This design comes from an exercise in tuning for small area on the open sky130 flow, not from production work.
Where RTL was checked, it was by simulation tests only, not by an equivalence proof against the original.
Function not checked in runs 5 and 6: the RTL went through the layout flow alone.
No activity file was given, so power comes from the tool's default toggle rates.

[flow/run.sh]
#!/bin/bash
# synth_recipe.tcl (not shown) runs the flow's synth.tcl, then flattens the netlist and writes it again
# the make line also repeats each setting of config.mk as NAME=value (left out here)
make -C /OpenROAD-flow-scripts/flow DESIGN_CONFIG=/design/flow/config.mk WORK_HOME=/design/flow/orfs CLKGATE_MAP_FILE= SYNTH_SCRIPT=/design/flow/synth_recipe.tcl finish
[flow/config.mk]
export PLATFORM = sky130hd
export DESIGN_NAME = ap_ctrl_profiler
export DESIGN_NICKNAME = ap_ctrl_profiler
export VERILOG_FILES = /design/flow/design.v
export SDC_FILE = /design/flow/constraint.sdc
export NUM_CORES = 4
export LEC_CHECK = 0
export CAP_MARGIN = 20
export CORE_MARGIN = 2
export CORE_UTILIZATION = 40
export SLEW_MARGIN = 20
[flow/constraint.sdc]
create_clock -name core_clock -period 6.0 [get_ports {clock}]
set_input_delay 1.2000 -clock core_clock [delete_from_list [all_inputs] [get_ports {clock}]]
set_output_delay 1.2000 -clock core_clock [all_outputs]
set_load 0.01 [all_outputs]
[flow/design.v]
package ap_prof_pkg;
    localparam logic [2:0] METRIC_TXN_IN   = 3'd0;
    localparam logic [2:0] METRIC_TXN_OUT  = 3'd1;
    localparam logic [2:0] METRIC_BUSY     = 3'd2;
    localparam logic [2:0] METRIC_STALL    = 3'd3;
    localparam logic [2:0] METRIC_MIN_LAT  = 3'd4;
    localparam logic [2:0] METRIC_MAX_LAT  = 3'd5;
    localparam logic [2:0] METRIC_LAST_LAT = 3'd6;
    localparam logic [2:0] METRIC_OCC      = 3'd7;
endpackage
module ap_prof_channel
#(
    parameter int CNT_W   = 20,
    parameter int LAT_W   = 16
) (
    input  logic             clock,
    input  logic             reset,
    input  logic             clear,
    input  logic             frozen,
    input  logic [CNT_W-1:0] ts,
    input  logic             start,
    input  logic             ready,
    input  logic             done,
    input  logic             cont,
    input  logic [2:0]       rd_sel,
    output logic [CNT_W-1:0] rd_val,
    output logic [2:0]       occ,
    output logic             idle,
    output logic             err
);
    localparam logic [CNT_W-1:0] CNT_MAX = {CNT_W{1'b1}};
    localparam logic [LAT_W-1:0] LAT_MAX = {LAT_W{1'b1}};
    logic [CNT_W-1:0] mem_r [4];
    logic [1:0]       rd_ptr_r;
    logic [2:0]       occ_r;
    logic [CNT_W-1:0] txn_out_r, busy_r, stall_r;
    logic [LAT_W-1:0] min_lat_r, max_lat_r, last_lat_r;
    logic             err_r;
    logic             clr_s, run_s;
    logic             acc_s, cmp_s, empty_s, full_s;
    logic             pop_s, push_s, zero_s, cpl_ok_s;
    logic [1:0]       wr_ptr_s;
    logic [CNT_W-1:0] diff_s;
    logic [LAT_W-1:0] lat_s;
    always_comb begin
        clr_s    = reset | clear;
        run_s    = ~frozen;
        acc_s    = start & ready;
        cmp_s    = done & cont;
        empty_s  = (occ_r == 3'd0);
        full_s   = occ_r[2];
        pop_s    = cmp_s & ~empty_s;
        zero_s   = cmp_s & empty_s & acc_s;
        push_s   = acc_s & ~zero_s & (~full_s | pop_s);
        cpl_ok_s = pop_s | zero_s;
        wr_ptr_s = rd_ptr_r + occ_r[1:0];
    end
    always_comb begin
        diff_s = ts - mem_r[rd_ptr_r];
        if (empty_s) begin
            lat_s = {LAT_W{1'b0}};
        end else if (|diff_s[CNT_W-1:LAT_W]) begin
            lat_s = LAT_MAX;
        end else begin
            lat_s = diff_s[LAT_W-1:0];
        end
    end
    always_ff @(posedge clock) begin
        if (run_s && push_s) begin
            mem_r[wr_ptr_s] <= ts;
        end
    end
    always_ff @(posedge clock) begin
        if (clr_s) begin
            rd_ptr_r   <= 2'd0;
            occ_r      <= 3'd0;
            txn_out_r  <= {CNT_W{1'b0}};
            busy_r     <= {CNT_W{1'b0}};
            stall_r    <= {CNT_W{1'b0}};
            min_lat_r  <= LAT_MAX;
            max_lat_r  <= {LAT_W{1'b0}};
            last_lat_r <= {LAT_W{1'b0}};
            err_r      <= 1'b0;
        end else if (run_s) begin
            if (pop_s) begin
                rd_ptr_r <= rd_ptr_r + 2'd1;
            end
            if (push_s && !pop_s) begin
                occ_r <= occ_r + 3'd1;
            end else if (pop_s && !push_s) begin
                occ_r <= occ_r - 3'd1;
            end
            if (cpl_ok_s) begin
                if (txn_out_r != CNT_MAX) begin
                    txn_out_r <= txn_out_r + 1'b1;
                end
                last_lat_r <= lat_s;
                if (lat_s > max_lat_r) begin
                    max_lat_r <= lat_s;
                end
                if (lat_s < min_lat_r) begin
                    min_lat_r <= lat_s;
                end
            end
            if (!empty_s && (busy_r != CNT_MAX)) begin
                busy_r <= busy_r + 1'b1;
            end
            if (done && !cont && (stall_r != CNT_MAX)) begin
                stall_r <= stall_r + 1'b1;
            end
            if ((acc_s && full_s && !pop_s) || (cmp_s && empty_s && !acc_s)) begin
                err_r <= 1'b1;
            end
        end
    end
    always_comb begin
        case (rd_sel)
            ap_prof_pkg::METRIC_TXN_IN:   rd_val = txn_out_r;
            ap_prof_pkg::METRIC_TXN_OUT:  rd_val = txn_out_r;
            ap_prof_pkg::METRIC_BUSY:     rd_val = busy_r;
            ap_prof_pkg::METRIC_STALL:    rd_val = stall_r;
            ap_prof_pkg::METRIC_MIN_LAT:  rd_val = CNT_W'(min_lat_r);
            ap_prof_pkg::METRIC_MAX_LAT:  rd_val = CNT_W'(max_lat_r);
            ap_prof_pkg::METRIC_LAST_LAT: rd_val = CNT_W'(last_lat_r);
            default:                      rd_val = {CNT_W{1'b0}};
        endcase
    end
    assign occ  = occ_r;
    assign idle = empty_s;
    assign err  = err_r;
endmodule
module ap_ctrl_profiler
#(
    parameter int NUM_CH  = 4,
    parameter int CNT_W   = 20,
    parameter int LAT_W   = 16,
    parameter int MAX_OUT = 4,
    localparam int CH_W   = (NUM_CH > 1) ? $clog2(NUM_CH) : 1
) (
    input  logic              clock,
    input  logic              reset,
    input  logic              finish,
    input  logic              clear,
    input  logic [NUM_CH-1:0] ch_start,
    input  logic [NUM_CH-1:0] ch_ready,
    input  logic [NUM_CH-1:0] ch_done,
    input  logic [NUM_CH-1:0] ch_continue,
    input  logic [CH_W-1:0]   rd_ch,
    input  logic [2:0]        rd_sel,
    output logic [CNT_W-1:0]  rd_data,
    output logic              rd_valid,
    output logic [NUM_CH-1:0] err,
    output logic              frozen,
    output logic              all_idle
);
    logic [CNT_W-1:0]  ts_r;
    logic              frozen_r;
    logic [CNT_W-1:0]  rd_data_r;
    logic              rd_valid_r;
    logic [CNT_W-1:0]  ch_val_s [NUM_CH];
    logic [2:0]        ch_occ_s [NUM_CH];
    logic [NUM_CH-1:0] ch_idle_s;
    logic [NUM_CH-1:0] ch_err_s;
    logic [CNT_W-1:0]  sel_val_s;
    logic [2:0]        sel_occ_s;
    logic [2:0]        add_s;
    logic [CNT_W:0]    sum_s;
    logic [CNT_W-1:0]  out_s;
    always_ff @(posedge clock) begin
        if (reset || clear) begin
            ts_r     <= {CNT_W{1'b0}};
            frozen_r <= 1'b0;
        end else begin
            if (!frozen_r) begin
                ts_r <= ts_r + CNT_W'(1'b1);
            end
            if (finish) begin
                frozen_r <= 1'b1;
            end
        end
    end
    genvar g;
    generate
        for (g = 0; g < NUM_CH; g++) begin : g_ch
            ap_prof_channel #(
                .CNT_W   (CNT_W),
                .LAT_W   (LAT_W)
            ) u_ch (
                .clock  (clock),
                .reset  (reset),
                .clear  (clear),
                .frozen (frozen_r),
                .ts     (ts_r),
                .start  (ch_start[g]),
                .ready  (ch_ready[g]),
                .done   (ch_done[g]),
                .cont   (ch_continue[g]),
                .rd_sel (rd_sel),
                .rd_val (ch_val_s[g]),
                .occ    (ch_occ_s[g]),
                .idle   (ch_idle_s[g]),
                .err    (ch_err_s[g])
            );
        end
    endgenerate
    always_comb begin
        sel_val_s = ch_val_s[rd_ch];
        sel_occ_s = ch_occ_s[rd_ch];
        add_s     = (rd_sel == ap_prof_pkg::METRIC_TXN_IN || rd_sel == ap_prof_pkg::METRIC_OCC)
                    ? sel_occ_s : 3'd0;
        sum_s     = {1'b0, sel_val_s} + (CNT_W+1)'(add_s);
        out_s     = sum_s[CNT_W] ? {CNT_W{1'b1}} : sum_s[CNT_W-1:0];
    end
    always_ff @(posedge clock) begin
        if (reset) begin
            rd_data_r  <= {CNT_W{1'b0}};
            rd_valid_r <= 1'b0;
        end else begin
            rd_data_r  <= out_s;
            rd_valid_r <= 1'b1;
        end
    end
    assign rd_data  = rd_data_r;
    assign rd_valid = rd_valid_r;
    assign err      = ch_err_s;
    assign frozen   = frozen_r;
    assign all_idle = &ch_idle_s;
endmodule
==> notes.md, run 1 <==
Status: complete, no violations
Clock buffer depth: 3
Final WL: 135 mm
Final Instance Count excl. Fillers: 6207
DR iter-0 viols: 3154
WL/cell: 21.7 um
Die extent in x: 336 um
Seq/Total Area, Yosys: 0.448
Worst r2r path cells: 25
Max-slew violation count: 0
Gr ovfl total: 0
Die area: 0.113 mm2
Post-Syn Area: 0.0441 mm2
Seq pwr share: 0.452
Commonest cells after routing, fill and taps aside: nor2_1, dfxtp_1, edfxtp_1, nand2_1, inv_1
Fraction of registers with async set/reset: 0
Die H: 336 um
Boundary Pins: 52
Vias per cell: 5.64
Setup TNS: 0 ns
Critical path's slowest cell: mux4_2
Post-layout util: 0.464
Setup-failing EPs final: 0
Critical path class: register to register
CP Launch Type: register
Seq cells post-synth: 826
Critical Path Most Common Cell: a21o_1
H-tree depth: 3
Final min period: 5.71 ns
Switching share of power: 0.258
Rows: 121
Comb pwr share: 0.109
Critical path's largest stage delay: 0.50 ns
Synth Flop Type: dfxtp_1
PwrDens: 258 mW/mm2
Clock power share: 0.439
GP Congestion: 0.979
Antenna Cells: 0
Worst VDD drop: 0.262 mV
Area delta synth->final: 15.0%
Hold WC Path Type: register to register
Detailed Place HPWL: 99.8 mm
Fmax: 0.175 GHz
Critical Path Sink Type: register
YS warnings: 4
GRT Overall Usage: 0.234
Rel. slew slack: 0.373
Pint: 9.72 mW
CTS tree: built
Final WS setup: 0.292 ns
Leak: 19.2 nW
DRC: 0
Hold path depth: 2
Setup WS pre-CTS: -0.0239 ns
Syn_nets: 4760
Initial antenna violation count: 2
Final clock skew: 0.0284 ns
Mapped Cells: 4503
Routed Antenna Nets: 0
Most common cell after layout, fill and taps aside: nor2_1
DRT Pass-1 Iters: 6
CP required: 6.60 ns
Number of global-route vias before repair: 32700
First-pass GRT wire length: 204 mm
DP Area: 0.0473 mm2
CTS sink count: 826
Crit share post-route: 0.951
Hold Vio Cnt, Final: 0
Worst EP arrival: 6.31 ns
Share of cells above drive strength 1: 0.126
Core area: 0.109 mm2
Sw power: 3.38 mW
DR vias: 35000
CTS Hold Buffers Added: 0
Worst Path Max Fanout: 17
Max cap viols: 0
Post-layout power: 13.1 mW
CTS Buf Count: 92
Number of fill cells: 10300
Later-pin clock latency in the skew report: 0.69 ns
Slew @ Worst Pin: 0.941 ns
Post-synthesis cell type count: 108
Worst-path clk slew: 0.06 ns
Placed cells: 6030
Root Driver: clkbuf_16
Nets: 4911
Post-layout instance area: 0.0507 mm2
Port Buffer Count: 51
Initial core utilization: 0.404
Post-synth EDFFs: 320
Synth Area per Inst: 9.80 um2
Worst Hold Slack: 0.453 ns
Largest net degree at the start of global routing: 156
[state kept, by name, summed over array words and instances (netlist names), 4 cells and up, named ones only]
register              count
g_ch.u_ch.mem_r         320
g_ch.u_ch.busy_r         80
g_ch.u_ch.stall_r        80
g_ch.u_ch.txn_out_r      80
g_ch.u_ch.last_lat_r     64
g_ch.u_ch.max_lat_r      64
g_ch.u_ch.min_lat_r      64
rd_data_r                20
ts_r                     20
g_ch.u_ch.occ_r          12
g_ch.u_ch.rd_ptr_r        8
g_ch.u_ch.err_r           4
[power groups by stage]
| stage | Clock [mW] | Sequential, mW | Combinational (mW) |
|---|---|---|---|
| 2_1_floorplan | 0 | 6.03 | 0.893 |
| 3_3_place_gp | 0 | 6.04 | 1.37 |
| 3_5_place_dp | 0 | 6.04 | 1.37 |
| 4_1_cts | 5.86 | 5.92 | 1.38 |
| 5_1_grt | 6.09 | 5.92 | 1.54 |
| 6_report | 5.75 | 5.92 | 1.43 |
[path summary, 6_finish.rpt]
kind	start	to	slack [ns]
setup / recovery	register	g_ch[1].u_ch.max_lat_r[15]$_SDFFE_PP0P_	0.29
hold / removal	g_ch[0].u_ch.last_lat_r[4]$_SDFFE_PP0P_	g_ch[0].u_ch.last_lat_r[4]$_SDFFE_PP0P_	0.45
setup reg to reg	register	g_ch[1].u_ch.max_lat_r[15]$_SDFFE_PP0P_	0.29
hold reg to reg	g_ch[0].u_ch.last_lat_r[4]$_SDFFE_PP0P_	g_ch[0].u_ch.last_lat_r[4]$_SDFFE_PP0P_	0.45
[Yosys cell counts, types with 14 or more instances]
cell	n	area, um2
nor3_1	42	210
o211ai_1	27	203
a31oi_1	34	213
buf_2	41	205
o21ai_0	182	911
xnor2_1	119	1040
a22oi_1	58	435
a2bb2oi_1	31	272
mux2i_1	126	1260
or3_1	59	369
nor2b_1	49	307
clkbuf_1	126	473
xor2_1	183	1600
o2bb2ai_1	26	228
inv_1	287	1080
edfxtp_1	320	9610
or2_2	14	87.6
o21a_1	31	233
and4_1	23	201
nand3_1	121	606
dfxtp_1	506	10100
a221oi_1	22	193
o221ai_1	30	263
ha_1	223	2790
nand4_1	93	582
a22o_1	20	175
a21o_1	54	405
o22ai_1	16	100
nand2b_1	34	213
buf_1	18	67.6
nor2_1	574	2150
mux4_2	87	1960
a211oi_1	34	255
a21oi_1	265	1330
buf_4	24	180
nand2_1	317	1190
and3_1	57	357
[layer usage]
layer | vias up | part of all wire | track usage
li1 | 16600 | - | -
met1 | 17100 | 0.47 | 0.341
met2 | 1126 | 0.44 | 0.356
met3 | 213 | 0.060 | 0.0291
met4 | 4 | 0.035 | 0.0838
met5 | - | 0.00016 | 0
[final cells by class]
class	count	area, um2	share of cell area
Clock buffer	120	2480	0.0489
Timing Repair Buffer	277	2390	0.0471
Inverter	289	1080	0.0214
Sequential cell	826	19700	0.389
Clock inverter	51	573	0.0113
Tap cell	1476	1850	0.0364
Multi-Input combinational cell	3168	22600	0.445
[critical path, delay by kind of cell (launching register included)]
kind	cells	cell delay, ns
flip-flops	1	0.41
adder cells (fa/ha/maj)	2	0.61
buffers and inverters	4	0.71
AO/OA/AOI/OAI	14	2.68
AND/OR/NAND/NOR	4	0.70
multiplexers	1	0.50
[what timing repair did]
item,in CTS,in global routing
setup endpoints to repair,7,125
buffers inserted,0,2
resized for setup,1,59
pin swaps,0,7
cloned,0,4
[kinds of logic after synthesis]
group / share of synthesized area
multiplexers: 0.0752
buffers and inverters: 0.0490
AO/OA/AOI/OAI: 0.146
AND/OR/NAND/NOR: 0.155
adder cells (fa/ha/maj): 0.0673
XOR/XNOR: 0.0600
flip-flops: 0.448
==> inputs of run 2 (changes only) <==
--- a/flow/design.v
+++ b/flow/design.v
@@ -19,4 +19,5 @@
     input  logic             frozen,
     input  logic [CNT_W-1:0] ts,
+    input  logic [CNT_W-1:0] ts_n,
     input  logic             start,
     input  logic             ready,
@@ -29,5 +30,4 @@
     output logic             err
 );
-    localparam logic [CNT_W-1:0] CNT_MAX = {CNT_W{1'b1}};
     localparam logic [LAT_W-1:0] LAT_MAX = {LAT_W{1'b1}};
     logic [CNT_W-1:0] mem_r [4];
@@ -36,4 +36,5 @@
     logic [CNT_W-1:0] txn_out_r, busy_r, stall_r;
     logic [LAT_W-1:0] min_lat_r, max_lat_r, last_lat_r;
+    logic             any_r;
     logic             err_r;
     logic             clr_s, run_s;
@@ -41,6 +42,16 @@
     logic             pop_s, push_s, zero_s, cpl_ok_s;
     logic [1:0]       wr_ptr_s;
-    logic [CNT_W-1:0] diff_s;
+    logic [CNT_W-1:0] head_n_s;
     logic [LAT_W-1:0] lat_s;
+    logic [LAT_W-1:0] min_eff_s, max_eff_s;
+    logic [CNT_W-1:0] txn_out_nxt_s, busy_nxt_s, stall_nxt_s;
+    function automatic logic [CNT_W-1:0] sat_inc(input logic [CNT_W-1:0] q, input logic inc);
+        logic [CNT_W:0] c;
+        c[0] = inc;
+        for (int i = 0; i < CNT_W; i++) begin
+            c[i+1] = c[i] & q[i];
+        end
+        sat_inc = (q ^ c[CNT_W-1:0]) | {CNT_W{c[CNT_W]}};
+    endfunction
     always_comb begin
         clr_s    = reset | clear;
@@ -57,16 +68,41 @@
     end
     always_comb begin
-        diff_s = ts - mem_r[rd_ptr_r];
+        logic [8:0] cl, ch0, ch1;
+        logic [7:0] dl, dh0, dh1;
+        logic [3:0] hs;
+        logic       c16, sat;
+        head_n_s = mem_r[rd_ptr_r];
+        cl[0]  = 1'b1;
+        ch0[0] = 1'b0;
+        ch1[0] = 1'b1;
+        for (int i = 0; i < 8; i++) begin
+            dl[i]    = ts[i] ^ head_n_s[i] ^ cl[i];
+            cl[i+1]  = (ts[i] & head_n_s[i]) | (ts[i] & cl[i]) | (head_n_s[i] & cl[i]);
+            dh0[i]   = ts[8+i] ^ head_n_s[8+i] ^ ch0[i];
+            ch0[i+1] = (ts[8+i] & head_n_s[8+i]) | (ts[8+i] & ch0[i]) | (head_n_s[8+i] & ch0[i]);
+            dh1[i]   = ts[8+i] ^ head_n_s[8+i] ^ ch1[i];
+            ch1[i+1] = (ts[8+i] & head_n_s[8+i]) | (ts[8+i] & ch1[i]) | (head_n_s[8+i] & ch1[i]);
+        end
+        c16 = cl[8] ? ch1[8] : ch0[8];
+        hs  = ts[19:16] + head_n_s[19:16];
+        sat = c16 ? (hs != 4'hf) : (hs != 4'h0);
         if (empty_s) begin
             lat_s = {LAT_W{1'b0}};
-        end else if (|diff_s[CNT_W-1:LAT_W]) begin
+        end else if (sat) begin
             lat_s = LAT_MAX;
         end else begin
-            lat_s = diff_s[LAT_W-1:0];
-        end
+            lat_s = {(cl[8] ? dh1 : dh0), dl};
+        end
+    end
+    always_comb begin
+        min_eff_s = (any_r && (last_lat_r < min_lat_r)) ? last_lat_r : min_lat_r;
+        max_eff_s = (last_lat_r > max_lat_r) ? last_lat_r : max_lat_r;
+        txn_out_nxt_s = sat_inc(txn_out_r, run_s & cpl_ok_s);
+        busy_nxt_s    = sat_inc(busy_r, run_s & ~empty_s);
+        stall_nxt_s   = sat_inc(stall_r, run_s & done & ~cont);
     end
     always_ff @(posedge clock) begin
         if (run_s && push_s) begin
-            mem_r[wr_ptr_s] <= ts;
+            mem_r[wr_ptr_s] <= ts_n;
         end
     end
@@ -81,34 +117,28 @@
             max_lat_r  <= {LAT_W{1'b0}};
             last_lat_r <= {LAT_W{1'b0}};
+            any_r      <= 1'b0;
             err_r      <= 1'b0;
-        end else if (run_s) begin
-            if (pop_s) begin
-                rd_ptr_r <= rd_ptr_r + 2'd1;
-            end
-            if (push_s && !pop_s) begin
-                occ_r <= occ_r + 3'd1;
-            end else if (pop_s && !push_s) begin
-                occ_r <= occ_r - 3'd1;
-            end
-            if (cpl_ok_s) begin
-                if (txn_out_r != CNT_MAX) begin
-                    txn_out_r <= txn_out_r + 1'b1;
-                end
-                last_lat_r <= lat_s;
-                if (lat_s > max_lat_r) begin
-                    max_lat_r <= lat_s;
-                end
-                if (lat_s < min_lat_r) begin
-                    min_lat_r <= lat_s;
-                end
-            end
-            if (!empty_s && (busy_r != CNT_MAX)) begin
-                busy_r <= busy_r + 1'b1;
-            end
-            if (done && !cont && (stall_r != CNT_MAX)) begin
-                stall_r <= stall_r + 1'b1;
-            end
-            if ((acc_s && full_s && !pop_s) || (cmp_s && empty_s && !acc_s)) begin
-                err_r <= 1'b1;
+        end else begin
+            txn_out_r <= txn_out_nxt_s;
+            busy_r    <= busy_nxt_s;
+            stall_r   <= stall_nxt_s;
+            min_lat_r <= min_eff_s;
+            max_lat_r <= max_eff_s;
+            if (run_s) begin
+                if (pop_s) begin
+                    rd_ptr_r <= rd_ptr_r + 2'd1;
+                end
+                if (push_s && !pop_s) begin
+                    occ_r <= occ_r + 3'd1;
+                end else if (pop_s && !push_s) begin
+                    occ_r <= occ_r - 3'd1;
+                end
+                if (cpl_ok_s) begin
+                    last_lat_r <= lat_s;
+                    any_r      <= 1'b1;
+                end
+                if ((acc_s && full_s && !pop_s) || (cmp_s && empty_s && !acc_s)) begin
+                    err_r <= 1'b1;
+                end
             end
         end
@@ -120,6 +150,6 @@
             ap_prof_pkg::METRIC_BUSY:     rd_val = busy_r;
             ap_prof_pkg::METRIC_STALL:    rd_val = stall_r;
-            ap_prof_pkg::METRIC_MIN_LAT:  rd_val = CNT_W'(min_lat_r);
-            ap_prof_pkg::METRIC_MAX_LAT:  rd_val = CNT_W'(max_lat_r);
+            ap_prof_pkg::METRIC_MIN_LAT:  rd_val = CNT_W'(min_eff_s);
+            ap_prof_pkg::METRIC_MAX_LAT:  rd_val = CNT_W'(max_eff_s);
             ap_prof_pkg::METRIC_LAST_LAT: rd_val = CNT_W'(last_lat_r);
             default:                      rd_val = {CNT_W{1'b0}};
@@ -155,4 +185,5 @@
 );
     logic [CNT_W-1:0]  ts_r;
+    logic [CNT_W-1:0]  ts_n_s;
     logic              frozen_r;
     logic [CNT_W-1:0]  rd_data_r;
@@ -192,4 +223,5 @@
                 .frozen (frozen_r),
                 .ts     (ts_r),
+                .ts_n   (ts_n_s),
                 .start  (ch_start[g]),
                 .ready  (ch_ready[g]),
@@ -221,4 +253,5 @@
         end
     end
+    assign ts_n_s   = ~ts_r;
     assign rd_data  = rd_data_r;
     assign rd_valid = rd_valid_r;
==> run 2 against run 1 <==
  * Still clean
  * Die area fell by 6.1%
  * Via count fell by 14%
  * Utilization increased by 0.40 points
  * Clock power grew 6.1%
  * Fmax fell by 2.2%
  * Flip-flop and latch count increased by 4
  * Sequential share of layout area increased by 2.1 points
  * Largest power group is now clock
==> notes.md, run 2 <==
PwrDens: 271 mW/mm2
Die extent in x: 326 um
Crit share post-route: 0.972
Critical Path Sink Type: register
Rows: 118
Most common cell after layout, fill and taps aside: nor2_1
Setup TNS: 0 ns
Top-count cell post-synth: nor2_1
Syn_nets: 4353
Core area: 0.103 mm2
GP Congestion: 0.960
Largest Register: g_ch.u_ch.mem_r
Number of global-route vias before repair: 28400
Final clock skew: 0.0280 ns
Fmax: 0.171 GHz
Critical path class: register to register
CTS Hold Buffers Added: 0
Worst-path clk slew: 0.06 ns
First-pass GRT wire length: 177 mm
Seq/Total Area, Yosys: 0.479
Adder-cell share of the synthesized area: 0.144
Setup-failing EPs final: 0
Ranking of synthesized cells by area: dfxtp_1, edfxtp_1, ha_1
Area delta synth->final: 16.6%
Worst Path Max Fanout: 8
Rel. slew slack: 0.277
Setup WS pre-CTS: -0.443 ns
CTS Buf Count: 90
Detailed Place HPWL: 87.0 mm
YS warnings: 4
Post-synthesis cell type count: 91
Routed Antenna Nets: 0
CP required: 6.54 ns
Final min period: 5.83 ns
Final WL: 118 mm
CP Launch Type: register
Leak: 19.1 nW
Largest net degree at the start of global routing: 158
GRT Overall Usage: 0.218
XOR/XNOR Fraction of Synth Area: 0.0205
Synth Flop Type: dfxtp_1
Worst EP arrival: 6.38 ns
Clock buffer depth: 3
DRC: 0
Initial core utilization: 0.402
DR vias: 30000
Initial antenna violation count: 1
Die H: 326 um
Post-synth EDFFs: 320
H-tree depth: 3
Synth Area per Inst: 10.7 um2
Worst Hold Slack: 0.454 ns
Final WS setup: 0.166 ns
Mapped Cells: 3875
Max reg flops: 320
Hold WC Path Type: register to register
Max cap viols: 0
WL/cell: 21.5 um
Nets: 4519
Gr ovfl total: 0
DRT Pass-1 Iters: 5
Port Buffer Count: 51
Post-synth top area share: 0.247
Slew @ Worst Pin: 1.08 ns
Vias per cell: 5.46
Seq cells post-synth: 830
Synth Area in Simple Gates: 0.132
Root Driver: clkbuf_16
CTS sink count: 830
Fraction of registers with async set/reset: 0
Commonest cells in the netlist: nor2_1, dfxtp_1, ha_1
Status: complete, no violations
CTS tree: built
Largest family of logic cells by synthesized area: adder cells
Post-layout power: 13.1 mW
Later-pin clock latency in the skew report: 0.67 ns
Max-slew violation count: 0
Post-synthesis compound-gate area fraction: 0.119
Commonest cells after routing, fill and taps aside: nor2_1, dfxtp_1, ha_1, edfxtp_1, buf_4
Post-synth top area cell: dfxtp_1
Post-Syn Area: 0.0414 mm2
DR iter-0 viols: 2652
Hold Vio Cnt, Final: 0
Share of cells above drive strength 1: 0.139
RSZ-0062 raised after global routing: true
Die area: 0.106 mm2
Boundary Pins: 52
Worst VDD drop: 0.260 mV
Post-synthesis mux area share: 0.0691
## run 2: changes by cell type in the layout (fill, tap and decap cells not counted), sizes merged, moves of 70 or more
cell / delta
a21oi: -97
a221o: +84
ha: +193
inv: -97
nand2: -128
nand3: -70
nor2: +195
o21ai: -100
xor2: -153
## run 2: metal layers
layer | vias to the layer above | global-route usage | wire length [um]
met5 | - | 0 | 0
met4 | 0 | 0.0776 | 3850
met3 | 169 | 0.0286 | 7450
met2 | 944 | 0.356 | 54900
met1 | 14500 | 0.298 | 52100
li1 | 14400 | - | -
## run 2: where the power goes
group	switching (mW)	internal (mW)	leakage (nW)	total, mW
registers	0.0344	5.86	6.38	5.90
logic	0.695	0.393	11.1	1.09
clock network	2.40	3.70	1.59	6.10
## run 2: critical path, stage by stage (launching register included)
cell and delay (ns):
dfxtp_4 0.36, mux4_2 0.49, inv_1 0.07, ha_1 0.13
inv_1 0.05, fa_2 0.36, fa_2 0.37, fa_2 0.38
fa_2 0.38, fa_2 0.38, fa_2 0.38, fa_2 0.38
mux2i_2 0.18, a21oi_2 0.18, o21bai_2 0.10, a21oi_2 0.21
nor4_2 0.07, a2111o_1 0.34, o21a_4 0.18, o311a_4 0.43
a221o_1 0.29
## run 2: cell families after synthesis
| kind of cell | Yosys count |
|---|---|
| xor gates and xnor gates | 97 |
| buffers and inverters | 393 |
| DFF | 830 |
| adders and majority gates | 453 |
| muxes | 182 |
| AOI/OAI and AO/OA | 676 |
| and+or+nand+nor | 1244 |
## run 2: cell type report
type	instances	area, um2
Multi-Input combinational cell	2653	20400
Sequential cell	830	19800
Inverter	194	728
Clock buffer	113	2460
Clock inverter	53	810
Fill cell	9579	54800
Tap cell	1380	1730
Antenna cell	2	5.00
Timing Repair Buffer	272	2350
## run 2: worst paths after layout
path	startpoint	end	slack (ns)	cells after the start
setup / recovery	register	g_ch[2].u_ch.last_lat_r[9]$_SDFFE_PP0N_	0.17	20
hold / removal	g_ch[0].u_ch.max_lat_r[13]$_SDFF_PP0_	g_ch[0].u_ch.max_lat_r[13]$_SDFF_PP0_	0.45	2
setup reg to reg	register	g_ch[2].u_ch.last_lat_r[9]$_SDFFE_PP0N_	0.17	20
hold reg to reg	g_ch[0].u_ch.max_lat_r[13]$_SDFF_PP0_	g_ch[0].u_ch.max_lat_r[13]$_SDFF_PP0_	0.45	2
## run 2: through the flow
step                utilization  instances  instance area [um2]
global route              0.468       5495                48300
detailed placement        0.435       5321                44800
floorplan                     -       3875                41700
global placement          0.435       5321                44800
CTS                       0.467       5488                48100
finish                    0.468       5497                48300
## run 2: what timing repair did
item,CTS,global route
gates resized for setup,3,27
setup buffers,1,5
setup endpoints to repair,17,88
pin swaps,0,12
cloned,0,1
hold endpoints to repair,0,0
==> inputs of run 3 (changes only) <==
--- a/flow/config.mk
+++ b/flow/config.mk
@@ -6,6 +6,8 @@
 export NUM_CORES = 4
 export LEC_CHECK = 0
-export CAP_MARGIN = 20
+export CAP_MARGIN = 0
 export CORE_MARGIN = 2
 export CORE_UTILIZATION = 40
-export SLEW_MARGIN = 20
+export CTS_BUF_LIST = sky130_fd_sc_hd__clkbuf_4 sky130_fd_sc_hd__clkbuf_8
+export CTS_CLUSTER_SIZE = 20
+export SLEW_MARGIN = 0
==> run 3 against run 2 <==
  * Still clean
  * Via count is 0.84% higher
  * Fmax is 0.55% lower
  * First-iteration DRC count is 4.5% lower
  * Setup slack worse by 0.032 ns
  * Clock skew is 0.017 ns higher
  * Combinational power hardly changed
  * Clock power is about 10% lower
  * Register-to-register slack worse by 0.03 ns
  * Largest power group is now sequential cells
==> notes.md, run 3 <==
Worst Path Max Fanout: 8
Worst VDD drop: 0.209 mV
CP required: 6.70 ns
PwrDens: 259 mW/mm2
Critical path's slowest cell: mux4_2
Die H: 326 um
Port Buffer Count: 51
Post-synth EDFFs: 320
Critical path class: register to register
Core area: 0.103 mm2
Die extent in x: 326 um
Register Area: 0.0198 mm2
Setup-failing EPs final: 0
Final clock skew: 0.0452 ns
DRC: 0
Worst Hold Slack: 0.455 ns
GRT Overall Usage: 0.222
Mapped Cells: 3875
Rows: 118
Largest net degree at the start of global routing: 158
Top-count cell post-synth: nor2_1
Number of fill cells: 9702
Fmax: 0.170 GHz
Nets: 4576
Syn_nets: 4353
CTS Hold Buffers Added: 0
Post-synthesis cell type count: 91
Post-synth top area cell: dfxtp_1
Initial core utilization: 0.402
Hold WC Path Type: register to register
Critical Path Most Common Cell: fa_2
Critical path's largest stage delay: 0.49 ns
Synth Flop Type: dfxtp_1
YS warnings: 4
Area delta synth->final: 16.2%
Slew @ Worst Pin: 1.21 ns
Area of the multi-input gates: 0.0204 mm2
Final WL: 120 mm
Root Driver: clkbuf_8
Hold Vio Cnt, Final: 0
RSZ-0062 raised after global routing: true
Max-slew violation count: 0
Synth Area per Inst: 10.7 um2
Cell Chain, Critical Path: mux4_2 > inv_1 > ha_1 > inv_1 > fa_2 > fa_2 > fa_2 > fa_2 > fa_2 > fa_2 > fa_2 > mux2i_2 > a21oi_2 > o21bai_2 > a21oi_2 > nor4_1 > a2111o_1 > o21a_4 > o311a_4 > a221o_1
Rel. slew slack: 0.175
Largest Register: g_ch.u_ch.mem_r
Max cap viols: 0
Worst r2r path cells: 20
DRT Pass-1 Iters: 5
Seq/Total Area, Yosys: 0.479
Hold path depth: 2
Vias per cell: 5.41
Most common cell after layout, fill and taps aside: nor2_1
Die area: 0.106 mm2
DR iter-0 viols: 2532
Wire length on met3: 7.56 mm
GP Congestion: 0.960
Crit share post-route: 0.978
Detailed Place HPWL: 87.0 mm
First-pass GRT wire length: 180 mm
Worst-path clk slew: 0.06 ns
Setup TNS: 0 ns
Boundary Pins: 52
Clock buffer depth: 3
Worst EP arrival: 6.57 ns
Commonest cells in the netlist: nor2_1, dfxtp_1, ha_1
Ranking of synthesized cells by area: dfxtp_1, edfxtp_1, ha_1
Post-Syn Area: 0.0414 mm2
Critical Path Sink Type: register
Leak: 19.1 nW
DR vias: 30300
M1 WL: 52.4 mm
Status: complete, no violations
CTS Buf Count: 144
Gr ovfl total: 0
Met2 WL: 55.1 mm
Number of global-route vias before repair: 29100
Share of cells above drive strength 1: 0.161
H-tree depth: 4
HP Start: g_ch[0].u_ch.max_lat_r[13]$_SDFF_PP0_
Max reg flops: 320
Initial antenna violation count: 1
Routed Antenna Nets: 0
Post-synth top area share: 0.247
Post-layout util: 0.467
CP Launch Type: register
Commonest cells after routing, fill and taps aside: nor2_1, dfxtp_1, ha_1, edfxtp_1, buf_4
WL/cell: 21.4 um
Seq cells post-synth: 830
Final min period: 5.87 ns
CTS tree: built
Fraction of registers with async set/reset: 0
CTS sink count: 830
Later-pin clock latency in the skew report: 0.82 ns
DR top layer: met4
## run 3: cell families (layout without fill, tap and decap cells)
group,after synthesis,after routing,synth area share
other cells,0,1,0
flops,830,830,0.479
compound gates,676,678,0.119
xor+xnor,97,97,0.0205
fa+ha+maj,453,453,0.144
buf+inv,393,724,0.0377
simple gates,1244,1244,0.132
mux,182,182,0.0691
## run 3: metal layers
metal	GRT usage	vias up
li1	-	14500
met2	0.356	961
met5	0	-
met4	0.0945	0
met1	0.299	14600
met3	0.0345	196
## run 3: worst paths after layout
path                                                    to  slack (ns)
hold / removal       g_ch[0].u_ch.max_lat_r[13]$_SDFF_PP0_        0.45
setup reg to reg  g_ch[2].u_ch.last_lat_r[15]$_SDFFE_PP0N_        0.13
setup / recovery  g_ch[2].u_ch.last_lat_r[15]$_SDFFE_PP0N_        0.13
hold reg to reg      g_ch[0].u_ch.max_lat_r[13]$_SDFF_PP0_        0.45
## run 3: final cells by class
type / count / share of cell area
Antenna cell: 1 / 0.0000520
Clock buffer: 225 / 0.0575
Timing Repair Buffer: 274 / 0.0491
Sequential cell: 830 / 0.412
Tap cell: 1380 / 0.0359
Clock inverter: 31 / 0.00598
Multi-Input combinational cell: 2654 / 0.424
Inverter: 194 / 0.0151
## run 3: what timing repair did
action / CTS / global route
pin swaps: 0 / 15
cloned: 0 / 2
setup buffers: 1 / 8
resized for setup: 2 / 31
endpoints found under the setup margin: 16 / 68
## run 3: through the flow
step	cells	worst slack, ns	instance area [um2]	total power, mW
6_report	5589	0.134	48100	12.5
3_3_place_gp	5321	-0.346	44800	7.08
2_1_floorplan	3875	-0.0647	41700	6.65
4_1_cts	5578	0.000622	47900	12.6
3_5_place_dp	5321	-0.436	44800	7.09
5_1_grt	5589	-0.0920	48100	12.9
## run 3: where the power goes
| group | switching (mW) | internal (mW) | leakage [nW] |
|---|---|---|---|
| Combinational | 0.697 | 0.394 | 11.1 |
| Clock | 2.36 | 3.10 | 1.61 |
| Sequential | 0.0344 | 5.87 | 6.38 |
| Total | 3.09 | 9.36 | 19.1 |
## run 3: worst max-delay path, delay by kind of cell, from the launching register on
family,cells,cell delay (ns)
adder cells (fa/ha/maj),8,2.76
AO/OA/AOI/OAI,7,1.74
multiplexers,2,0.67
flip-flops,1,0.36
buffers and inverters,2,0.12
AND/OR/NAND/NOR,1,0.07
==> inputs of run 4 (changes only) <==
==> flow/flow/run.sh (new file) <==
#!/bin/bash
# The standard layout (the standard.sh: standard synthesis, floorplan,
# placement, CTS, routing), with a leaner clock tree: clkbuf_16 buffers
# only, sink clusters of up to 30 flip-flops, and no dummy loads.
# make's full output goes to standard.log in the work folder; each ORFS
# step's own log stays under orfs/logs/.
set -euo pipefail
export CTS_ARGS="-sink_clustering_enable -repair_clock_nets -dont_use_dummy_load -sink_clustering_size 30 -sink_clustering_max_diameter 100 -buf_list sky130_fd_sc_hd__clkbuf_16"
bash standard.sh > standard.log 2>&1
==> flow/standard.sh (new file) <==
#!/bin/bash
# synth_recipe.tcl (not shown) runs the flow's synth.tcl, then flattens the netlist and writes it again
# the make line also repeats each setting of config.mk as NAME=value (left out here)
make -C /OpenROAD-flow-scripts/flow DESIGN_CONFIG=/design/flow/config.mk WORK_HOME=/design/flow/orfs CLKGATE_MAP_FILE= SYNTH_SCRIPT=/design/flow/synth_recipe.tcl "${@:-finish}"
==> flow/config.mk (replaced) <==
export PLATFORM = sky130hd
export DESIGN_NAME = ap_ctrl_profiler
export DESIGN_NICKNAME = ap_ctrl_profiler
export VERILOG_FILES = /design/flow/design.v
export SDC_FILE = /design/flow/constraint.sdc
export NUM_CORES = 4
export LEC_CHECK = 0
export CAP_MARGIN = 20
export CORE_MARGIN = 2
export CORE_UTILIZATION = 40
export SLEW_MARGIN = 20
removed: flow/run.sh
==> run 4 against run 3 <==
  * Still clean on timing, DRC and antenna
  * Combinational power is essentially flat
  * Clock power is 47% lower
  * Clock skew is 0.041 ns higher
  * Sequential share of layout area increased by 1.9 points
  * Synthesized cell count stayed put
  * Via count shrank 2.0%
  * Critical endpoint is now g_ch[2].u_ch.last_lat_r[9]$_SDFFE_PP0N_
  * Largest power group unchanged
==> notes.md, run 4 <==
Status: complete, no violations
Post-synth EDFFs: 320
Port Buffer Count: 51
Critical Path Sink Type: register
CTS Buf Count: 37
Pint: 7.37 mW
WL/cell: 21.9 um
Post-synthesis cell type count: 91
Worst EP arrival: 6.33 ns
Fmax: 0.171 GHz
FF-to-FF setup slack: 0.17 ns
Sw power: 2.52 mW
Fraction of registers with async set/reset: 0
Setup-failing EPs final: 0
CP required: 6.50 ns
Gr ovfl total: 0
Commonest cells in the netlist: nor2_1, dfxtp_1, ha_1
GP Congestion: 0.960
Slew @ Worst Pin: 1.13 ns
Critical Path Most Common Cell: fa_2
Final min period: 5.83 ns
First-pass GRT wire length: 175 mm
Final WL: 117 mm
Rows: 118
Critical Path Stages: 20
Initial antenna violation count: 1
Area of the multi-input gates: 0.0204 mm2
Seq pwr share: 0.596
Worst setup path end: g_ch[2].u_ch.last_lat_r[9]$_SDFFE_PP0N_
Initial core utilization: 0.402
Post-Syn Area: 0.0414 mm2
Routed Antenna Nets: 0
Hold WC Path Type: register to register
Syn_nets: 4353
Worst path top cell family by delay: adder cells
Worst Path Max Fanout: 8
CP Launch Type: register
Max-slew violation count: 0
Number of global-route vias before repair: 27700
CTS Hold Buffers Added: 0
Detailed Place HPWL: 87.0 mm
DRT Pass-1 Iters: 7
Max reg flops: 320
Synth Area per Inst: 10.7 um2
Critical path class: register to register
Hold Vio Cnt, Final: 0
DRC: 0
H-tree depth: 2
Seq/Total Area, Yosys: 0.479
Crit path buf inv count: 2
Root Driver: clkbuf_16
Synth Flop Type: dfxtp_1
Post-synth top area share: 0.247
Comb pwr share: 0.111
Vias per cell: 5.53
Max cap viols: 0
Commonest cells after routing, fill and taps aside: nor2_1, dfxtp_1, ha_1, edfxtp_1, buf_4
CTS tree: built
Core area: 0.103 mm2
Clock buffer depth: 3
Post-synth top area cell: dfxtp_1
Critical path's largest stage delay: 0.49 ns
Rel. slew slack: 0.247
Final clock skew: 0.0859 ns
Largest Register: g_ch.u_ch.mem_r
Share of cells above drive strength 1: 0.118
Crit share post-route: 0.972
Later-pin clock latency in the skew report: 0.63 ns
Antenna Cells: 0
Critical path's slowest cell: mux4_2
DR vias: 29700
PwrDens: 215 mW/mm2
Final Instance Count excl. Fillers: 5369
Number of fill cells: 9794
Worst-path clk slew: 0.10 ns
Die area: 0.106 mm2
Placed cells: 5321
Die extent in x: 326 um
Area delta synth->final: 11.1%
Largest net degree at the start of global routing: 158
YS warnings: 4
R2r endpoint: g_ch[2].u_ch.last_lat_r[9]$_SDFFE_PP0N_
Cell Chain, Critical Path: mux4_2 > inv_1 > ha_1 > inv_1 > fa_2 > fa_2 > fa_2 > fa_2 > fa_2 > fa_2 > fa_2 > mux2i_2 > a21oi_2 > o21bai_2 > a21oi_2 > nor4_2 > a2111o_1 > o21a_4 > o311a_4 > a221o_1
GRT Overall Usage: 0.215
Worst VDD drop: 0.171 mV
Clock power share: 0.294
Switching share of power: 0.255
DR iter-0 viols: 2704
Nets: 4469
Die H: 326 um
Leak: 17.9 nW
Seq cells post-synth: 830
Worst r2r path cells: 20
Setup TNS: 0 ns
Boundary Pins: 52
Register Area: 0.0198 mm2
RSZ-0062 raised after global routing: true
Top-count cell post-synth: nor2_1
CTS sink count: 830
Ranking of synthesized cells by area: dfxtp_1, edfxtp_1, ha_1
Most common cell after layout, fill and taps aside: nor2_1
Mapped Cells: 3875
-- run 4: cell families after synthesis --
family | count (synthesis) | share of synthesized area
AND/OR/NAND/NOR | 1244 | 0.132
flip-flops | 830 | 0.479
AO/OA/AOI/OAI | 676 | 0.119
adder cells (fa/ha/maj) | 453 | 0.144
buffers and inverters | 393 | 0.0377
multiplexers | 182 | 0.0691
XOR/XNOR | 97 | 0.0205
-- run 4: timing repair --
action                     in CTS  in global routing
resized for setup               2                 35
buffers inserted                1                  7
pin swaps                       0                 15
cloned                          0                  2
setup endpoints to repair      17                 88
hold endpoints to repair        0                  0
-- run 4: layout make-up --
type / instances / share of cell area
Timing Repair Buffer: 274 / 0.0514
Tap cell: 1380 / 0.0375
Inverter: 194 / 0.0158
Sequential cell: 830 / 0.431
Multi-Input combinational cell: 2654 / 0.444
Clock buffer: 37 / 0.0201
-- run 4: stage by stage --
| step | total power, mW | hold WS, ns | area, um2 | util | setup slack (ns) |
|---|---|---|---|---|---|
| finish | 9.89 | 0.458 | 46000 | 0.446 | 0.165 |
| global route | 10.2 | 0.488 | 46000 | 0.446 | -0.0754 |
| CTS | 9.95 | 0.460 | 45800 | 0.444 | 0.00197 |
| detailed placement | 7.09 | 0.449 | 44800 | 0.435 | -0.443 |
| global placement | 7.08 | 0.443 | 44800 | 0.435 | -0.346 |
| floorplan | 6.65 | 0.432 | 41700 | - | -0.0647 |
-- run 4: layer usage --
layer / vias up / part of all wire / GRT usage
met1: 14400 / 0.44 / 0.299
met3: 150 / 0.062 / 0.0246
met4: 0 / 0.034 / 0.0702
li1: 14200 / - / -
met5: - / 0 / 0
met2: 887 / 0.46 / 0.350
-- run 4: tightest hold or removal path: stages, from the launching register on --
cell,delay (ns)
dfxtp_1,0.32
nand2_1,0.05
a21oi_1,0.05
-- run 4: worst min path at each step --
stage,startpoint,endpoint,slack [ns],cells after the start
after floorplan,g_ch[1].u_ch.any_r$_SDFFE_PP0N_,g_ch[1].u_ch.any_r$_SDFFE_PP0N_,0.43,2
after global routing,g_ch[0].u_ch.max_lat_r[13]$_SDFF_PP0_,g_ch[0].u_ch.max_lat_r[13]$_SDFF_PP0_,0.49,2
final,g_ch[0].u_ch.max_lat_r[13]$_SDFF_PP0_,g_ch[0].u_ch.max_lat_r[13]$_SDFF_PP0_,0.46,2
after CTS,g_ch[0].u_ch.max_lat_r[13]$_SDFF_PP0_,g_ch[0].u_ch.max_lat_r[13]$_SDFF_PP0_,0.46,2
after global placement,g_ch[0].u_ch.max_lat_r[8]$_SDFF_PP0_,g_ch[0].u_ch.max_lat_r[8]$_SDFF_PP0_,0.44,2
after detailed placement,g_ch[0].u_ch.max_lat_r[13]$_SDFF_PP0_,g_ch[0].u_ch.max_lat_r[13]$_SDFF_PP0_,0.45,2
-- run 4: power by group through the flow --
stage          logic [mW]  clock network, mW  registers [mW]
6_report             1.09               2.91            5.89
5_1_grt              1.17               3.15            5.90
4_1_cts              1.07               2.98            5.89
3_5_place_dp         1.07                  0            6.02
3_3_place_gp         1.06                  0            6.02
2_1_floorplan       0.633                  0            6.02
==> inputs of run 5 (changes only) <==
--- a/flow/design.v
+++ b/flow/design.v
@@ -24,6 +24,10 @@
     input  logic             done,
     input  logic             cont,
-    input  logic [2:0]       rd_sel,
-    output logic [CNT_W-1:0] rd_val,
+    output logic [CNT_W-1:0] txn_out,
+    output logic [CNT_W-1:0] busy,
+    output logic [CNT_W-1:0] stall,
+    output logic [LAT_W-1:0] min_lat,
+    output logic [LAT_W-1:0] max_lat,
+    output logic [LAT_W-1:0] last_lat,
     output logic [2:0]       occ,
     output logic             idle,
@@ -144,16 +148,10 @@
         end
     end
-    always_comb begin
-        case (rd_sel)
-            ap_prof_pkg::METRIC_TXN_IN:   rd_val = txn_out_r;
-            ap_prof_pkg::METRIC_TXN_OUT:  rd_val = txn_out_r;
-            ap_prof_pkg::METRIC_BUSY:     rd_val = busy_r;
-            ap_prof_pkg::METRIC_STALL:    rd_val = stall_r;
-            ap_prof_pkg::METRIC_MIN_LAT:  rd_val = CNT_W'(min_eff_s);
-            ap_prof_pkg::METRIC_MAX_LAT:  rd_val = CNT_W'(max_eff_s);
-            ap_prof_pkg::METRIC_LAST_LAT: rd_val = CNT_W'(last_lat_r);
-            default:                      rd_val = {CNT_W{1'b0}};
-        endcase
-    end
+    assign txn_out = txn_out_r;
+    assign busy    = busy_r;
+    assign stall   = stall_r;
+    assign min_lat = min_eff_s;
+    assign max_lat = max_eff_s;
+    assign last_lat = last_lat_r;
     assign occ  = occ_r;
     assign idle = empty_s;
@@ -189,10 +187,16 @@
     logic [CNT_W-1:0]  rd_data_r;
     logic              rd_valid_r;
-    logic [CNT_W-1:0]  ch_val_s [NUM_CH];
+    logic [CNT_W-1:0]  ch_txo_s [NUM_CH];
+    logic [CNT_W-1:0]  ch_bsy_s [NUM_CH];
+    logic [CNT_W-1:0]  ch_stl_s [NUM_CH];
+    logic [LAT_W-1:0]  ch_min_s [NUM_CH];
+    logic [LAT_W-1:0]  ch_max_s [NUM_CH];
+    logic [LAT_W-1:0]  ch_lst_s [NUM_CH];
+    logic [NUM_CH-1:0] ch_hit_s;
+    logic [7:0]        sel_hit_s;
     logic [2:0]        ch_occ_s [NUM_CH];
     logic [NUM_CH-1:0] ch_idle_s;
     logic [NUM_CH-1:0] ch_err_s;
     logic [CNT_W-1:0]  sel_val_s;
-    logic [2:0]        sel_occ_s;
     logic [2:0]        add_s;
     logic [CNT_W:0]    sum_s;
@@ -228,6 +232,10 @@
                 .done   (ch_done[g]),
                 .cont   (ch_continue[g]),
-                .rd_sel (rd_sel),
-                .rd_val (ch_val_s[g]),
+                .txn_out  (ch_txo_s[g]),
+                .busy     (ch_bsy_s[g]),
+                .stall    (ch_stl_s[g]),
+                .min_lat  (ch_min_s[g]),
+                .max_lat  (ch_max_s[g]),
+                .last_lat (ch_lst_s[g]),
                 .occ    (ch_occ_s[g]),
                 .idle   (ch_idle_s[g]),
@@ -237,8 +245,22 @@
     endgenerate
     always_comb begin
-        sel_val_s = ch_val_s[rd_ch];
-        sel_occ_s = ch_occ_s[rd_ch];
-        add_s     = (rd_sel == ap_prof_pkg::METRIC_TXN_IN || rd_sel == ap_prof_pkg::METRIC_OCC)
-                    ? sel_occ_s : 3'd0;
+        for (int i = 0; i < NUM_CH; i++) begin
+            ch_hit_s[i] = (rd_ch == CH_W'(i));
+        end
+        for (int j = 0; j < 8; j++) begin
+            sel_hit_s[j] = (rd_sel == 3'(j));
+        end
+        sel_val_s = {CNT_W{1'b0}};
+        add_s     = 3'd0;
+        for (int i = 0; i < NUM_CH; i++) begin
+            sel_val_s = sel_val_s
+                | ({CNT_W{ch_hit_s[i] & (sel_hit_s[0] | sel_hit_s[1])}} & ch_txo_s[i])
+                | ({CNT_W{ch_hit_s[i] & sel_hit_s[2]}} & ch_bsy_s[i])
+                | ({CNT_W{ch_hit_s[i] & sel_hit_s[3]}} & ch_stl_s[i])
+                | ({CNT_W{ch_hit_s[i] & sel_hit_s[4]}} & CNT_W'(ch_min_s[i]))
+                | ({CNT_W{ch_hit_s[i] & sel_hit_s[5]}} & CNT_W'(ch_max_s[i]))
+                | ({CNT_W{ch_hit_s[i] & sel_hit_s[6]}} & CNT_W'(ch_lst_s[i]));
+            add_s = add_s | ({3{ch_hit_s[i] & (sel_hit_s[0] | sel_hit_s[7])}} & ch_occ_s[i]);
+        end
         sum_s     = {1'b0, sel_val_s} + (CNT_W+1)'(add_s);
         out_s     = sum_s[CNT_W] ? {CNT_W{1'b1}} : sum_s[CNT_W-1:0];
==> flow/flow/run.sh (replaced) <==
#!/bin/bash
# The standard layout (the standard.sh: standard synthesis, floorplan,
# placement, CTS, routing), with a leaner clock tree: clkbuf_16 buffers
# only, sink clusters of up to 24 flip-flops within 80 um, and no dummy loads.
# make's full output goes to standard.log in the work folder; each ORFS
# step's own log stays under orfs/logs/.
set -euo pipefail
export CTS_ARGS="-sink_clustering_enable -repair_clock_nets -dont_use_dummy_load -sink_clustering_size 24 -sink_clustering_max_diameter 80 -buf_list sky130_fd_sc_hd__clkbuf_16"
bash standard.sh > standard.log 2>&1
==> run 5 against run 4 <==
  * Still clean on timing, DRC and antenna
  * Fmax fell by 2.0%
  * Worst hold slack better by 0.014 ns
  * Critical path depth up 5
  * Final cell count is 2.6% lower
  * Total power grew 1.6%
  * Routed wire length is 1.9% higher
  * Final area decreased by 0.27%
  * Flip-flop and latch count unchanged
  * Register-to-register slack got worse by 0.12 ns
  * Synthesized cell count down 3.8%
  * Clock skew grew 0.00096 ns
  * Clock power up 11%
  * Critical path type unchanged
  * Largest cell class unchanged
  * Largest power group unchanged
==> notes.md, run 5 <==
Setup-failing EPs final: 0
CTS Buf Count: 48
Hold Vio Cnt, Final: 0
Post-synthesis compound-gate area fraction: 0.0931
XOR/XNOR Fraction of Synth Area: 0.0211
Hold Path Sink: g_ch[0].u_ch.err_r$_SDFFE_PP0P_
Seq cells post-synth: 830
Max cap viols: 0
DRC: 0
WL/cell: 22.9 um
Seq/Total Area, Yosys: 0.482
Routed Antenna Nets: 0
Rel. slew slack: 0.321
Critical path's slowest cell: mux4_2
DR vias: 28600
GRT Overall Usage: 0.223
Area of the multi-input gates: 0.0201 mm2
Setup WS pre-CTS: -0.294 ns
Final min period: 5.95 ns
Antenna Cells: 0
Leak: 18.1 nW
Vias per cell: 5.47
GP Congestion: 0.999
Synth Area per Inst: 11.0 um2
Largest net degree at the start of global routing: 153
Final clock skew: 0.0869 ns
Detailed Place HPWL: 89.1 mm
H-tree depth: 2
Die extent in x: 325 um
PwrDens: 219 mW/mm2
R2r endpoint: g_ch[1].u_ch.last_lat_r[11]$_SDFFE_PP0P_
Syn_nets: 4205
Fraction of registers with async set/reset: 0
Synth Area in Simple Gates: 0.140
FF-to-FF setup slack: 0.05 ns
Initial core utilization: 0.403
Hold WC Path Type: register to register
Worst VDD drop: 0.241 mV
Critical Path Sink Type: register
Synth Flop Type: dfxtp_1
Top-count cell post-synth: nor2_1
Commonest cells after routing, fill and taps aside: nor2_1, dfxtp_1, ha_1, edfxtp_1, buf_4
CTS sink count: 830
Worst Path Max Fanout: 2
Port Buffer Count: 51
Largest family of logic cells by synthesized area: adder cells
Post-synth top area cell: dfxtp_1
Post-synthesis mux area share: 0.0818
Worst-path clk slew: 0.09 ns
Die H: 325 um
Rows: 117
Root Driver: clkbuf_16
Final WS setup: 0.0477 ns
Commonest cells in the netlist: nor2_1, dfxtp_1, ha_1
Register Area: 0.0198 mm2
Share of cells above drive strength 1: 0.136
DR iter-0 viols: 2748
Die area: 0.105 mm2
RSZ-0062 raised after global routing: true
Nets: 4341
Largest Register: g_ch.u_ch.mem_r
Mapped Cells: 3727
Critical path's largest stage delay: 0.50 ns
Post-synth EDFFs: 320
Clock buffer depth: 3
DRT Pass-1 Iters: 8
CTS Hold Buffers Added: 0
Ranking of synthesized cells by area: dfxtp_1, edfxtp_1, ha_1
Worst EP arrival: 6.47 ns
Fmax: 0.168 GHz
Later-pin clock latency in the skew report: 0.66 ns
Max-slew violation count: 0
CP required: 6.52 ns
Number of global-route vias before repair: 27300
Core area: 0.102 mm2
Status: complete, no violations
Post-synthesis cell type count: 105
Worst r2r path cells: 25
Adder-cell share of the synthesized area: 0.145
Area delta synth->final: 11.6%
Final WL: 120 mm
YS warnings: 9
Most common cell after layout, fill and taps aside: nor2_1
Hold path depth: 2
Slew @ Worst Pin: 1.01 ns
First-pass GRT wire length: 178 mm
Critical Path Most Common Cell: buf_4
CP Launch Type: register
Post-layout util: 0.450
Post-Syn Area: 0.0411 mm2
Boundary Pins: 52
Gr ovfl total: 0
Initial antenna violation count: 6
CTS tree: built
Max reg flops: 320
Critical path class: register to register
Post-synth top area share: 0.248
Crit share post-route: 0.992
HP Start: g_ch[0].u_ch.err_r$_SDFFE_PP0P_
Number of fill cells: 9511
==> run 5: changes by cell type after synthesis, sizes merged, moves of 30 or more <==
| cell | before | now |
|---|---|---|
| a21oi | 172 | 136 |
| a22oi | 13 | 46 |
| clkbuf | 147 | 115 |
| o211ai | 46 | 16 |
| o21ai | 88 | 51 |
==> run 5: worst max-delay path by stage <==
stage | endpoint | slack, ns | cells past startpoint
final | g_ch[1].u_ch.last_lat_r[11]$_SDFFE_PP0P_ | 0.05 | 25
after global routing | g_ch[1].u_ch.last_lat_r[3]$_SDFFE_PP0P_ | -0.23 | 22
after CTS | g_ch[1].u_ch.last_lat_r[3]$_SDFFE_PP0P_ | -0.03 | 22
after detailed placement | g_ch[0].u_ch.txn_out_r[1]$_SDFF_PP0_ | -0.29 | 26
after global placement | g_ch[0].u_ch.stall_r[13]$_SDFF_PP0_ | -0.21 | 25
after floorplan | g_ch[1].u_ch.last_lat_r[5]$_SDFFE_PP0P_ | -0.14 | 25
==> run 5: critical path, delay by kind of cell, from the launching register on <==
| family | cells | cell delay (ns) |
|---|---|---|
| flip-flops | 1 | 0.35 |
| buffers and inverters | 11 | 1.26 |
| multiplexers | 2 | 0.71 |
| adder cells (fa/ha/maj) | 8 | 2.78 |
| AO/OA/AOI/OAI | 3 | 0.59 |
| XOR/XNOR | 1 | 0.15 |
==> run 5: area by class of cell <==
class,count,area share
sequential,830,0.432
multi-input combinational,2535,0.439
clock buffer,48,0.0262
tap,1368,0.0373
inverter,187,0.0153
timing repair buffer,261,0.0502
==> run 5: what timing repair did <==
action,4_1_cts,5_1_grt
gates resized for setup,18,17
setup buffers,12,5
endpoints found under the setup margin,41,64
cloned,0,2
pin swaps,15,19
==> run 5: where the power goes <==
part / internal (mW) / leakage (nW) / total, mW / switching (mW)
Clock: 1.42 / 0.592 / 3.24 / 1.82
Sequential: 5.86 / 6.38 / 5.90 / 0.0424
Combinational: 0.337 / 11.2 / 0.913 / 0.576
Total: 7.61 / 18.1 / 10.1 / 2.44
==> run 5: cells by family (layout without fill, tap and decap cells) <==
logic type	after synthesis	in the layout
DFF	830	830
buffers and inverters	362	496
adders and majority gates	453	453
xor gates and xnor gates	99	99
AOI/OAI and AO/OA	505	505
muxes	203	203
and+or+nand+nor	1275	1275
==> run 5: per-stage QoR <==
| step | hold WS [ns] | power (mW) | setup TNS (ns) | cells | cell area [um2] |
|---|---|---|---|---|---|
| final | 0.472 | 10.1 | 0 | 5229 | 45900 |
| after global routing | 0.507 | 10.4 | -5.34 | 5229 | 45900 |
| after CTS | 0.483 | 10.1 | -0.256 | 5223 | 45700 |
| after detailed placement | 0.468 | 6.90 | -13.32 | 5163 | 44300 |
| after global placement | 0.453 | 6.90 | -7.65 | 5163 | 44300 |
| after floorplan | 0.430 | 6.58 | -2.96 | 3727 | 41300 |
==> run 5: per-layer routing <==
metal,vias up,global-route usage,routed length (um)
li1,13600,-,-
met3,185,0.0429,8700
met5,-,0,20
met2,873,0.359,54500
met4,2,0.0698,4050
met1,13900,0.304,52400
==> inputs of run 6 (changes only) <==
==> flow/flow/run.sh (replaced) <==
#!/bin/bash
# The standard layout (the standard.sh: standard synthesis, floorplan,
# placement, CTS, routing), with a leaner clock tree: clkbuf_16 buffers
# only, sink clusters of up to 20 flip-flops within 60 um, and no dummy loads.
# make's full output goes to standard.log in the work folder; each ORFS
# step's own log stays under orfs/logs/.
set -euo pipefail
export CTS_ARGS="-sink_clustering_enable -repair_clock_nets -dont_use_dummy_load -sink_clustering_size 20 -sink_clustering_max_diameter 60 -buf_list sky130_fd_sc_hd__clkbuf_16"
bash standard.sh > standard.log 2>&1
==> run 6 against run 5 <==
  * The layout now fails its checks (negative setup slack)
  * Combinational power hardly changed
  * Via count is 0.64% higher
  * Total power grew 11%
  * Count of clock-buffer cells in the layout is 31 higher
  * Highest routed layer unchanged
==> notes.md, run 6 <==
Worst EP arrival: 6.55 ns
DR iter-0 viols: 2829
Worst-path clk slew: 0.07 ns
Hold Path Sink: g_ch[0].u_ch.err_r$_SDFFE_PP0P_
FF-to-FF setup slack: -0.04 ns
Number of fill cells: 9463
Rows: 117
YS warnings: 9
Worst Hold Slack: 0.469 ns
H-tree depth: 3
Share of cells above drive strength 1: 0.144
Seq/Total Area, Yosys: 0.482
Core area: 0.102 mm2
DP Area: 0.0443 mm2
CP required: 6.51 ns
Final WS setup: -0.0401 ns
Die extent in x: 325 um
Final clock skew: 0.0873 ns
Routed Antenna Nets: 0
Setup WS pre-CTS: -0.294 ns
Setup-failing EPs final: 8
Fraction of registers with async set/reset: 0
Final WL: 120 mm
Worst VDD drop: 0.215 mV
PwrDens: 239 mW/mm2
Hold Vio Cnt, Final: 0
Largest Register: g_ch.u_ch.mem_r
Post-layout util: 0.458
Seq pwr share: 0.531
Clock buffer depth: 3
Boundary Pins: 52
Status: complete, but fails checks
GR peak layer: met2
Area delta synth->final: 13.5%
Top-count cell post-synth: nor2_1
Met2 usage in global routing: 0.362
Rel. slew slack: 0.322
CP Launch Type: register
Met1 Usage GRT: 0.308
DR vias: 28800
Met3 Track Usage GR: 0.0463
Critical path class: register to register
Post-synth top area cell: dfxtp_1
Fmax: 0.166 GHz
Gr ovfl total: 0
Sw power: 2.62 mW
Seq cells post-synth: 830
CTS sink count: 830
R2r endpoint: g_ch[1].u_ch.last_lat_r[3]$_SDFFE_PP0P_
Synth Area per Inst: 11.0 um2
Max-slew violation count: 0
Number of global-route vias before repair: 27500
Mapped Cells: 3727
Ranking of synthesized cells by area: dfxtp_1, edfxtp_1, ha_1
GRT Overall Usage: 0.226
Initial antenna violation count: 4
Leak: 18.5 nW
CTS Hold Buffers Added: 0
Comb pwr share: 0.082
Post-synthesis cell type count: 105
Post-layout power: 11.1 mW
Clock power share: 0.387
Pint: 8.51 mW
First-pass GRT wire length: 179 mm
Most common cell after layout, fill and taps aside: nor2_1
Final min period: 6.04 ns
Hold path depth: 2
Post-layout instance area: 0.0466 mm2
Post-synth top area share: 0.248
Die area: 0.105 mm2
Detailed Place HPWL: 89.1 mm
Worst r2r path cells: 22
Post-synth EDFFs: 320
RSZ-0062 raised after global routing: true
Synth Flop Type: dfxtp_1
Critical Path Sink Type: register
Post-Syn Area: 0.0411 mm2
Die H: 325 um
Initial core utilization: 0.403
Commonest cells in the netlist: nor2_1, dfxtp_1, ha_1
Switching share of power: 0.235
Nets: 4372
Later-pin clock latency in the skew report: 0.65 ns
DRT Pass-1 Iters: 6
Worst Path Max Fanout: 16
Max cap viols: 0
Failed Checks: negative setup slack
Root Driver: clkbuf_16
Hold WC Path Type: register to register
CTS tree: built
WL/cell: 22.8 um
Vias per cell: 5.47
Syn_nets: 4205
HP Start: g_ch[0].u_ch.err_r$_SDFFE_PP0P_
Port Buffer Count: 51
DRC: 0
Slew @ Worst Pin: 1.01 ns
Largest net degree at the start of global routing: 153
Crit share post-route: 1.01
CTS Buf Count: 79
Commonest cells after routing, fill and taps aside: nor2_1, dfxtp_1, ha_1, edfxtp_1, buf_4
GP Congestion: 0.999
Max reg flops: 320
run 6: cell counts after synthesis:
No cell type changed its count.
run 6: worst max-delay path, cell delays in order, from the launching register on:
cell       delay, ns
dfxtp_2         0.34
mux4_2          0.50
inv_2           0.10
ha_4            0.13
inv_2           0.03
fa_2            0.36
fa_2            0.37
fa_2            0.37
fa_2            0.40
fa_2            0.38
fa_2            0.37
fa_2            0.39
mux2i_2         0.19
a21oi_2         0.21
o21bai_2        0.12
a21oi_2         0.20
nor4_2          0.08
a2111oi_4       0.27
nor2_2          0.08
or3_4           0.40
and3_4          0.20
buf_12          0.14
a221o_1         0.26
run 6: repair_timing:
item                                    in CTS  in global routing
resized for setup                           16                 21
endpoints found under the setup margin      63                 64
pin swaps                                   15                 21
endpoints found under the hold margin        0                  0
setup buffers                               12                  5
gates cloned                                 0                  1
run 6: worst max path at each step:
stage / from / end / depth (start not counted)
finish: register / g_ch[1].u_ch.last_lat_r[3]$_SDFFE_PP0P_ / 22
global placement: ch_done[0] / g_ch[0].u_ch.stall_r[13]$_SDFF_PP0_ / 25
floorplan: register / g_ch[1].u_ch.last_lat_r[5]$_SDFFE_PP0P_ / 25
detailed placement: ch_continue[0] / g_ch[0].u_ch.txn_out_r[1]$_SDFF_PP0_ / 26
CTS: register / g_ch[1].u_ch.last_lat_r[3]$_SDFFE_PP0P_ / 22
global route: register / g_ch[1].u_ch.last_lat_r[3]$_SDFFE_PP0P_ / 22
run 6: logic make-up after synthesis:
| group | Yosys count | share of synthesized area |
|---|---|---|
| buffers and inverters | 362 | 0.0374 |
| XOR/XNOR | 99 | 0.0211 |
| adder cells (fa/ha/maj) | 453 | 0.145 |
| AO/OA/AOI/OAI | 505 | 0.0931 |
| AND/OR/NAND/NOR | 1275 | 0.140 |
| multiplexers | 203 | 0.0818 |
| flip-flops | 830 | 0.482 |
run 6: power by group through the flow:
| stage | combinational, mW | clock (mW) | sequential [mW] |
|---|---|---|---|
| after global routing | 0.979 | 4.60 | 5.90 |
| after global placement | 0.876 | 0 | 6.03 |
| after CTS | 0.893 | 4.41 | 5.90 |
| after floorplan | 0.565 | 0 | 6.01 |
| after detailed placement | 0.877 | 0 | 6.03 |
| final | 0.913 | 4.31 | 5.90 |
run 6: metal layers:
layer | up-vias | routed length (um)
li1 | 13700 | -
met1 | 13900 | 51800
met2 | 954 | 55100
met3 | 181 | 9350
met4 | 2 | 3760
met5 | - | 13
run 6: final cells by class:
type                       count  area [um2]  area share
antenna                        1        2.50   0.0000537
multi-input combinational   2535       20100       0.431
tap                         1368        1710      0.0367
inverter                     187         702      0.0151
timing repair buffer         261        2290      0.0491
sequential                   830       19800       0.425
clock buffer                  79        1980      0.0424
run 6: per-stage QoR:
step | cells | TNS, ns
finish | 5261 | -0.186
CTS | 5254 | -0.435
floorplan | 3727 | -2.96
global placement | 5163 | -7.65
detailed placement | 5163 | -13.32
global route | 5260 | -5.63

## separate check: timing with driven ports
In the flow no input, the clock included, has a driving cell. The finished layouts below were timed again as built, in two steps. Step 1: set_driving_cell puts a clkbuf_16 on clock and a buf_2 on each other input, an assumption about the parent block. Step 2, shift: input delay + t, output delay - t, t = (earliest + latest rising clock arrival at the registers) / 2. This alone moves slack from input paths to output paths. a / b / c = ideal / step 1 / step 2; a / b = the first two.
run	shift t [ns]	setup slack, ns	worst setup path at the end	worst register clock-pin slew, ns
run 1	0.748	0.292 / 0.292 / 0.292	register to register	0.06 / 0.06
run 2	0.721	0.166 / 0.166 / -0.424	input to register	0.07 / 0.07
run 3	0.863	0.134 / 0.134 / -0.458	input to register	0.07 / 0.07
run 4	0.660	0.165 / 0.165 / -0.406	input to register	0.12 / 0.12
run 5	0.683	0.048 / 0.048 / -0.249	input to register	0.10 / 0.10
run 6	0.679	-0.040 / -0.040 / -0.259	input to register	0.08 / 0.08
Met with ideal ports but missed after step 2: setup timing in run 2, run 3, run 4 and run 5. The setup slack of run 3, which loses most, moves by 0.000 ns with the drivers and by -0.592 ns with both steps.
